From an optimization exercise on the open Yosys and OpenROAD flow, aimed at small area and a short achievable clock period; shortcuts taken in it are not production practice. Function was not checked in any run shown here: the RTL went through the layout flow alone. Power and IR drop assume default switching activity.

==> flow/design.v (outline; a module is shown in full before it is edited, if it fits) <==
// module alu_shamt: 204 lines
// module alu_mul16: 1496 lines
// module alu_top: 240 lines
module alu_top (
    input  logic                      clk,
    input  logic                      reset,
    input  logic                      ce,
    input  logic                      execute,
    input  logic [4:0]                operation,
    input  logic [16-1:0]    ta,
    input  logic [16-1:0]    tb,
    input  logic                      wide,
    input  logic [5:0]                flags_in,
    output logic [32-1:0]    result,
    output logic [5:0]                flags,
    output logic                      done
);
  // ...
==> flow/flow/run.sh <==
#!/bin/bash
# The standard layout (standard.sh) with two changes:
# - synthesis runs Yosys's synth with -noabc (SYNTH_ARGS), so the full adders
#   are extracted from the design's own gates rather than from ABC's first
#   mapping, which leaves them in mixed polarity with inverters in between;
#   the registers, their names and cells are those of the standard synthesis
# - buffer_ports makes the port buffers from buf_2 cells instead of the slow
#   delay-buffer cell it picks by itself
# The make output goes to make_finish.log here; ORFS keeps each step's log
# under orfs/logs/.
set -euo pipefail
bash standard.sh "SYNTH_ARGS=-noabc" \
    "BUFFER_PORTS_ARGS=-buffer_cell sky130_fd_sc_hd__buf_2" finish > make_finish.log 2>&1
==> flow/standard.sh <==
#!/bin/bash
# synth_recipe.tcl (not shown) runs the flow's synth.tcl, then flattens the netlist and writes it again
# the make line also repeats each setting of config.mk as NAME=value (left out here)
make -C /OpenROAD-flow-scripts/flow DESIGN_CONFIG=/design/flow/config.mk WORK_HOME=/design/flow/orfs CLKGATE_MAP_FILE= SYNTH_SCRIPT=/design/flow/synth_recipe.tcl "${@:-finish}"
==> flow/config.mk <==
export PLATFORM = sky130hd
export DESIGN_NAME = alu_top
export DESIGN_NICKNAME = alu_top
export VERILOG_FILES = /design/flow/design.v
export SDC_FILE = /design/flow/constraint.sdc
export NUM_CORES = 4
export LEC_CHECK = 0
export ABC_AREA = 1
export CAP_MARGIN = 20
export CORE_MARGIN = 2
export CORE_UTILIZATION = 40
export SLEW_MARGIN = 20
==> flow/constraint.sdc <==
create_clock -name core_clock -period 11.0 [get_ports {clk}]
set_input_delay 2.2000 -clock core_clock [delete_from_list [all_inputs] [get_ports {clk}]]
set_output_delay 2.2000 -clock core_clock [all_outputs]
set_load 0.01 [all_outputs]
==> notes.md, run 1 <==
Top reg by flops result; CP Class in2reg; CTS sink count 39; max layer used met4; Max-cap violations 0; worst hold path endpoint result[28]; inverter count approximately 440; CTS clk-pin slew, worst paths approximately 0.060 ns; minimum clock period 10.43 ns; DR vias 16800; worst min-delay path startpoint result[28]; post-synthesis xor/xnor area fraction around 3.3%; setup TNS 0 ns; Pwr top combinational logic; # diodes 0; Comb power frac 73.0%; HPWL Detailed 53.9 mm; Top Registers result (32), flags (6), done (1); CP startpoint operation[0]; status complete, no violations; Syn Area/Cell ~6.3 um^2; Routed Antenna Nets 0; Layout area overhead 9.44%; Cells after DPL 3080; sw frac 54.1%; Levels on crit path 38; CTS tree done; sequential share of cell area 4.59%; final worst-path setup slack 0.572 ns; slew of the pin with the lowest slew margin ~0.9 ns; largest family of logic cells by synthesized area simple AND/OR/NAND/NOR gates; met1 WL 26.7 mm; Synth Area in Adders 32.7%; Worst Path Buf+Inv 4; most frequent cells in the layout nand2_1 (860), inv_1 (423), fa_1 (213); clk root buf clkbuf_16; Clk pwr share 13.1%; commonest non-fill, non-tap cell in the layout nand2_1; fin crit share between 90 and 100%; slowest cell delay on critical path 0.59 ns; GR Util met2 between 50% and 60%; number of synthesized flops with an enable pin 0
==> run 2, diff against run 1 <==
--- a/flow/design.v
+++ b/flow/design.v
@@ -1757,17 +1757,166 @@
     assign c734 = (c616 & s673) | (c616 & c672) | (s673 & c672);
     assign s735 = c620 ^ s675 ^ c674;
     assign c736 = (c620 & s675) | (c620 & c674) | (s675 & c674);
     assign s737 = pp256 ^ c676;
     assign c738 = pp256 & c676;
     logic [31:0] r0, r1;
     assign r0 = {k31, s737, s735, s733, s731, s729, s727, s725, s723, s721, s719, s717, s715, s713, s711, s709, s707, s705, s703, s701, s699, s697, s695, s693, s691, s689, s687, s685, s683, s681, s679, ci};
     assign r1 = {c738, c736, c734, c732, c730, c728, c726, c724, c722, c720, c718, c716, c714, c712, c710, c708, c706, c704, c702, c700, c698, c696, c694, c692, c690, c688, c686, c684, c682, c680, c678, s677};
-    assign p = r0 + r1;
+    logic [31:0] pg, gg, cc;
+    assign pg = r0 ^ r1;
+    assign gg = r0 & r1;
+    logic fg1; assign fg1 = gg[1] | (pg[1] & gg[0]);
+    logic fp1; assign fp1 = pg[1] & pg[0];
+    logic fg2; assign fg2 = gg[3] | (pg[3] & gg[2]);
+    logic fp2; assign fp2 = pg[3] & pg[2];
+    logic fg3; assign fg3 = gg[5] | (pg[5] & gg[4]);
+    logic fp3; assign fp3 = pg[5] & pg[4];
+    logic fg4; assign fg4 = gg[7] | (pg[7] & gg[6]);
+    logic fp4; assign fp4 = pg[7] & pg[6];
+    logic fg5; assign fg5 = gg[9] | (pg[9] & gg[8]);
+    logic fp5; assign fp5 = pg[9] & pg[8];
+    logic fg6; assign fg6 = gg[11] | (pg[11] & gg[10]);
+    logic fp6; assign fp6 = pg[11] & pg[10];
+    logic fg7; assign fg7 = gg[13] | (pg[13] & gg[12]);
+    logic fp7; assign fp7 = pg[13] & pg[12];
+    logic fg8; assign fg8 = gg[15] | (pg[15] & gg[14]);
+    logic fp8; assign fp8 = pg[15] & pg[14];
+    logic fg9; assign fg9 = gg[17] | (pg[17] & gg[16]);
+    logic fp9; assign fp9 = pg[17] & pg[16];
+    logic fg10; assign fg10 = gg[19] | (pg[19] & gg[18]);
+    logic fp10; assign fp10 = pg[19] & pg[18];
+    logic fg11; assign fg11 = gg[21] | (pg[21] & gg[20]);
+    logic fp11; assign fp11 = pg[21] & pg[20];
+    logic fg12; assign fg12 = gg[23] | (pg[23] & gg[22]);
+    logic fp12; assign fp12 = pg[23] & pg[22];
+    logic fg13; assign fg13 = gg[25] | (pg[25] & gg[24]);
+    logic fp13; assign fp13 = pg[25] & pg[24];
+    logic fg14; assign fg14 = gg[27] | (pg[27] & gg[26]);
+    logic fp14; assign fp14 = pg[27] & pg[26];
+    logic fg15; assign fg15 = gg[29] | (pg[29] & gg[28]);
+    logic fp15; assign fp15 = pg[29] & pg[28];
+    logic fg16; assign fg16 = gg[31] | (pg[31] & gg[30]);
+    logic fp16; assign fp16 = pg[31] & pg[30];
+    logic fg17; assign fg17 = fg2 | (fp2 & fg1);
+    logic fp17; assign fp17 = fp2 & fp1;
+    logic fg18; assign fg18 = fg3 | (fp3 & fg2);
+    logic fp18; assign fp18 = fp3 & fp2;
+    logic fg19; assign fg19 = fg4 | (fp4 & fg3);
+    logic fp19; assign fp19 = fp4 & fp3;
+    logic fg20; assign fg20 = fg5 | (fp5 & fg4);
+    logic fp20; assign fp20 = fp5 & fp4;
+    logic fg21; assign fg21 = fg6 | (fp6 & fg5);
+    logic fp21; assign fp21 = fp6 & fp5;
+    logic fg22; assign fg22 = fg7 | (fp7 & fg6);
+    logic fp22; assign fp22 = fp7 & fp6;
+    logic fg23; assign fg23 = fg8 | (fp8 & fg7);
+    logic fp23; assign fp23 = fp8 & fp7;
+    logic fg24; assign fg24 = fg9 | (fp9 & fg8);
+    logic fp24; assign fp24 = fp9 & fp8;
+    logic fg25; assign fg25 = fg10 | (fp10 & fg9);
+    logic fp25; assign fp25 = fp10 & fp9;
+    logic fg26; assign fg26 = fg11 | (fp11 & fg10);
+    logic fp26; assign fp26 = fp11 & fp10;
+    logic fg27; assign fg27 = fg12 | (fp12 & fg11);
+    logic fp27; assign fp27 = fp12 & fp11;
+    logic fg28; assign fg28 = fg13 | (fp13 & fg12);
+    logic fp28; assign fp28 = fp13 & fp12;
+    logic fg29; assign fg29 = fg14 | (fp14 & fg13);
+    logic fp29; assign fp29 = fp14 & fp13;
+    logic fg30; assign fg30 = fg15 | (fp15 & fg14);
+    logic fp30; assign fp30 = fp15 & fp14;
+    logic fg31; assign fg31 = fg16 | (fp16 & fg15);
+    logic fp31; assign fp31 = fp16 & fp15;
+    logic fg32; assign fg32 = fg18 | (fp18 & fg1);
+    logic fp32; assign fp32 = fp18 & fp1;
+    logic fg33; assign fg33 = fg19 | (fp19 & fg17);
+    logic fp33; assign fp33 = fp19 & fp17;
+    logic fg34; assign fg34 = fg20 | (fp20 & fg18);
+    logic fp34; assign fp34 = fp20 & fp18;
+    logic fg35; assign fg35 = fg21 | (fp21 & fg19);
+    logic fp35; assign fp35 = fp21 & fp19;
+    logic fg36; assign fg36 = fg22 | (fp22 & fg20);
+    logic fp36; assign fp36 = fp22 & fp20;
+    logic fg37; assign fg37 = fg23 | (fp23 & fg21);
+    logic fp37; assign fp37 = fp23 & fp21;
+    logic fg38; assign fg38 = fg24 | (fp24 & fg22);
+    logic fp38; assign fp38 = fp24 & fp22;
+    logic fg39; assign fg39 = fg25 | (fp25 & fg23);
+    logic fp39; assign fp39 = fp25 & fp23;
+    logic fg40; assign fg40 = fg26 | (fp26 & fg24);
+    logic fp40; assign fp40 = fp26 & fp24;
+    logic fg41; assign fg41 = fg27 | (fp27 & fg25);
+    logic fp41; assign fp41 = fp27 & fp25;
+    logic fg42; assign fg42 = fg28 | (fp28 & fg26);
+    logic fp42; assign fp42 = fp28 & fp26;
+    logic fg43; assign fg43 = fg29 | (fp29 & fg27);
+    logic fp43; assign fp43 = fp29 & fp27;
+    logic fg44; assign fg44 = fg30 | (fp30 & fg28);
+    logic fp44; assign fp44 = fp30 & fp28;
+    logic fg45; assign fg45 = fg31 | (fp31 & fg29);
+    logic fp45; assign fp45 = fp31 & fp29;
+    logic fg46; assign fg46 = fg34 | (fp34 & fg1);
+    logic fp46; assign fp46 = fp34 & fp1;
+    logic fg47; assign fg47 = fg35 | (fp35 & fg17);
+    logic fp47; assign fp47 = fp35 & fp17;
+    logic fg48; assign fg48 = fg36 | (fp36 & fg32);
+    logic fp48; assign fp48 = fp36 & fp32;
+    logic fg49; assign fg49 = fg37 | (fp37 & fg33);
+    logic fp49; assign fp49 = fp37 & fp33;
+    logic fg50; assign fg50 = fg38 | (fp38 & fg34);
+    logic fp50; assign fp50 = fp38 & fp34;
+    logic fg51; assign fg51 = fg39 | (fp39 & fg35);
+    logic fp51; assign fp51 = fp39 & fp35;
+    logic fg52; assign fg52 = fg40 | (fp40 & fg36);
+    logic fp52; assign fp52 = fp40 & fp36;
+    logic fg53; assign fg53 = fg41 | (fp41 & fg37);
+    logic fp53; assign fp53 = fp41 & fp37;
+    logic fg54; assign fg54 = fg42 | (fp42 & fg38);
+    logic fp54; assign fp54 = fp42 & fp38;
+    logic fg55; assign fg55 = fg43 | (fp43 & fg39);
+    logic fp55; assign fp55 = fp43 & fp39;
+    logic fg56; assign fg56 = fg44 | (fp44 & fg40);
+    logic fp56; assign fp56 = fp44 & fp40;
+    logic fg57; assign fg57 = fg45 | (fp45 & fg41);
+    logic fp57; assign fp57 = fp45 & fp41;
+    logic fg58; assign fg58 = fg50 | (fp50 & fg1);
+    logic fp58; assign fp58 = fp50 & fp1;
+    logic fg59; assign fg59 = fg51 | (fp51 & fg17);
+    logic fp59; assign fp59 = fp51 & fp17;
+    logic fg60; assign fg60 = fg52 | (fp52 & fg32);
+    logic fp60; assign fp60 = fp52 & fp32;
+    logic fg61; assign fg61 = fg53 | (fp53 & fg33);
+    logic fp61; assign fp61 = fp53 & fp33;
+    logic fg62; assign fg62 = fg54 | (fp54 & fg46);
+    logic fp62; assign fp62 = fp54 & fp46;
+    logic fg63; assign fg63 = fg55 | (fp55 & fg47);
+    logic fp63; assign fp63 = fp55 & fp47;
+    logic fg64; assign fg64 = fg56 | (fp56 & fg48);
+    logic fp64; assign fp64 = fp56 & fp48;
+    logic fg65; assign fg65 = fg57 | (fp57 & fg49);
+    logic fp65; assign fp65 = fp57 & fp49;
+    logic fg66; assign fg66 = gg[2] | (pg[2] & fg1);
+    logic fg67; assign fg67 = gg[4] | (pg[4] & fg17);
+    logic fg68; assign fg68 = gg[6] | (pg[6] & fg32);
+    logic fg69; assign fg69 = gg[8] | (pg[8] & fg33);
+    logic fg70; assign fg70 = gg[10] | (pg[10] & fg46);
+    logic fg71; assign fg71 = gg[12] | (pg[12] & fg47);
+    logic fg72; assign fg72 = gg[14] | (pg[14] & fg48);
+    logic fg73; assign fg73 = gg[16] | (pg[16] & fg49);
+    logic fg74; assign fg74 = gg[18] | (pg[18] & fg58);
+    logic fg75; assign fg75 = gg[20] | (pg[20] & fg59);
+    logic fg76; assign fg76 = gg[22] | (pg[22] & fg60);
+    logic fg77; assign fg77 = gg[24] | (pg[24] & fg61);
+    logic fg78; assign fg78 = gg[26] | (pg[26] & fg62);
+    logic fg79; assign fg79 = gg[28] | (pg[28] & fg63);
+    logic fg80; assign fg80 = gg[30] | (pg[30] & fg64);
+    assign cc = {fg80, fg64, fg79, fg63, fg78, fg62, fg77, fg61, fg76, fg60, fg75, fg59, fg74, fg58, fg73, fg49, fg72, fg48, fg71, fg47, fg70, fg46, fg69, fg33, fg68, fg32, fg67, fg17, fg66, fg1, gg[0], 1'b0};
+    assign p = pg ^ cc;
 endmodule
 `timescale 1ns/100ps
 `timescale 1ns/100ps
 module alu_top (
     input  logic                      clk,
     input  logic                      reset,
     input  logic                      ce,
     input  logic                      execute,
==> run 2 against run 1 <==
  * Worst setup slack lost 0.14 ns
  * Non-clock buffer count shrank 8
  * Worst hold slack improved by 0.00064 ns
  * Flip-flop and latch count is the same
  * Clock power barely moved
  * Die area is 9.9% lower
  * Core utilization up 0.38 points
  * Register-to-register slack improved by 0.07 ns
  * First-iteration DRC count decreased by 11%
  * Critical path depth down 3
  * Synthesized cell count down 18%
  * Critical endpoint is now flags[5]
==> notes.md, run 2 <==
die span in y 191 um; most frequent cells in the layout nand2_1 (575), inv_1 (292), fa_1 (228); sequential share of the synthesized area 5.58%; layout cells sized above 1 12.0%; Mapped Area around 14000 um^2; Std-Cell Rows 68; HPWL Detailed 47.9 mm (-11%); met3 Usage GRT about 4.8%; end point of the critical path flags[5]; Comb power frac 69.7% (-3.3 points); # Post-CTS Setup Buffers 0; Worst slew margin 23.0%; Final GP Congestion 1.04; Util after Layout 44.5%; Levels on crit path 35 (-7.9%); PD cells between 60 and 70 nW/um^2; Syn Nets 2377; Slowest-stage cell, CP fa_1; family with the most delay on the worst path adder cells; Layout area overhead 9.67%; area leader, netlist fa_1; vias in the first global route approximately 15000; Hold Vio Cnt, Final 0; die area 36500 um^2; Yosys reg bits 39; Top reg by flops result; maximum vdd ir drop 0.0662 mV; Clk pwr share 14.8% (+1.7 points); CTS Buf Count 5; vias per cell between 5 and 6; top cells by area, synth fa_1 (33%), nand2_1 (15%), inv_1 (7.8%); Worst Hold Class reg2reg; first-pass GRT wire length 88.6 mm; CP startpoint operation[2]; GRT Total Usage about a third; Top FF cell, synth dfxtp_1; worst r2r src flags[0]; DR iter-0 viols 1441; Worst Path Buf+Inv 4 (unchanged); R2R Setup Slk approximately 10 ns; Top Registers result (32), flags (6), done (1); # diodes 0 (unchanged); slew of the pin with the lowest slew margin 1.15 ns (+0.268 ns); total core area between 30000 and 40000 um^2; Syn Inst Count 2037; initial core utilization 40.6%; Nets 2457; CP max FO 16; max reg flops 32; Cells after DPL 2565 (-17%); commonest non-fill, non-tap cell in the layout nand2_1; Pre-antenna DRT Iters 6; CP Launch Type primary input; grt ovf 0; synth warn 1; pins over their slew limit 0; arrival time of the worst setup path approximately 11 ns; Sequential Power Share 15.4%; Clock Skews 0 ns; M1 GR Usage between 40% and 50%; minimum clock period 10.57 ns (+0.138 ns); Synth top cells by count nand2_1 (576), inv_1 (292), fa_1 (228); DRT Wirelength between 50 and 60 mm; Yosys top cell area share 32.6%; Crit. End Element flop; R2R cell count 2; number of synthesized flops with an enable pin 0 (unchanged); GR Util met2 53.2% (-0.36 points); final instance area 15300 um^2; Internal 464 uW; fin crit share 96.1% (+1.3 points); CTS sink count 39 (unchanged); setup TNS 0 ns (unchanged); Post-DP Area 15200 um^2; CP Class in2reg; CTS tree done; Syn Area/Cell 6.87 um^2 (+9.3%); die width 191 um; most frequent CP cell fa_1; Worst-Skew Late Latency 0.28 ns; CTS clk-pin slew, worst paths 0.06 ns (about the same); clk root buf clkbuf_16; wire per inst 22.9 um; DR vias 14600 (-13%); ys async rst share 0%; Leak 9.44 nW; pin count of the biggest net entering global routing 50; number of port buffers 86; final setup fails 0; Worst EP required 11.17 ns; CTS max path bufs 2; switching pwr approximately 510 uW; final cell count without fillers 2572; slowest cell delay on critical path 0.63 ns (+0.04 ns); reg2reg end flags[0]; most frequent cell after synthesis nand2_1; status complete, no violations; unrepaired setup endpoints after global routing no; FMAX around 0.095 GHz; count of cell types in the netlist 56; sw frac 52.3% (-1.8 points); Routed Antenna Nets 0 (unchanged); H-tree Lvls 2; Ports 87; initial antenna violation count 0; layer with the highest usage met2; Remaining DRCs 0; Max-cap violations 0 (unchanged)
-- run 2: kinds of logic after synthesis --
kind of cell / count (synthesis) / synth area share, %
AO/OA/AOI/OAI: 292 / 12.1
XOR/XNOR: 55 / 3.44
adder cells (fa/ha/maj): 292 / 38.4
buffers and inverters: 408 / 11.8
flip-flops: 39 / 5.58
multiplexers: 1 / 0.0716
AND/OR/NAND/NOR: 950 / 28.6
-- run 2: power groups by stage --
stage	Sequential (mW)	Clock, mW	Combinational (mW)
2_1_floorplan	0.156	0	0.413
3_3_place_gp	0.153	0	0.654
3_5_place_dp	0.153	0	0.658
4_1_cts	0.150	0.147	0.661
5_1_grt	0.151	0.152	0.730
6_report	0.150	0.144	0.679
-- run 2: cell type report --
| cell class | instances | area, um^2 |
|---|---|---|
| repair buffers | 167 | 1080 |
| well taps | 455 | 569 |
| flip-flops and latches | 39 | 781 |
| clock inverters | 1 | 5.00 |
| clock buffers | 6 | 139 |
| inverters | 314 | 1180 |
| multi-input cells | 1590 | 11600 |
| fillers | 3657 | 19100 |
-- run 2: worst min-delay path by stage --
stage / from / endpoint / slack, ns / cells after the start
3_3_place_gp: flags[3] / flags[3] / 0.45 / 2
6_report: result[18] / result[18] / 0.46 / 2
5_1_grt: result[4] / result[4] / 0.48 / 2
4_1_cts: result[18] / result[18] / 0.46 / 2
3_5_place_dp: result[26] / result[26] / 0.45 / 2
2_1_floorplan: flags[1] / flags[1] / 0.49 / 2
-- run 2: worst reg2reg max path, stage by stage (launching register included) --
cell     delay (ns)
dfxtp_1        0.32
o21ai_0        0.21
a21oi_2        0.04
-- run 2: metal layers --
layer | vias up | routed length (um)
met4 | 0 | 3160
met2 | 773 | 27200
met3 | 144 | 5050
li1 | 6539 | -
met1 | 7116 | 23500
met5 | - | 0
-- run 2: through the flow --
step | hold WS, ns | total power, mW | setup WS, ns
floorplan | 0.490 | 0.568 | 1.44
global placement | 0.452 | 0.807 | -0.103
detailed placement | 0.454 | 0.811 | -0.0333
CTS | 0.464 | 0.958 | 0.229
global route | 0.476 | 1.03 | 0.0127
finish | 0.462 | 0.973 | 0.434
-- run 2: what timing repair did --
action | 4_1_cts | 5_1_grt
hold buffers | 0 | 0
gates resized for setup | 0 | 9
endpoints found under the setup margin | 0 | 6

what the ideal ports hide:
The flow's constraints put no driver on any port. The routed layouts listed below were extracted and timed again, unchanged, in two steps.
Step 1 sets driving cells, clkbuf_16 on the clock port and buf_2 on the other inputs (assumed; they add their load-dependent delay and slew).
Step 2, shift: input delay + t, output delay - t, t = (earliest + latest rising clock arrival at the registers) / 2. This alone moves slack from input paths to output paths.
Slacks: ideal ports / drivers / drivers and shift; pairs: ideal ports / drivers.
run	shift t [ns]	setup slack, ns	worst setup path at the end	clock arrival spread, ns	pins driven straight from the clock port
run 1	0.316	0.572 / 0.591 / 0.275	input to register	0.006 / 0.006	1
run 2	0.314	0.434 / 0.445 / 0.131	input to register	0.003 / 0.003	1
After both steps setup and hold are still met in every run listed. The setup slack of run 2, which loses most, moves by +0.011 ns with the drivers and by -0.303 ns with both steps.
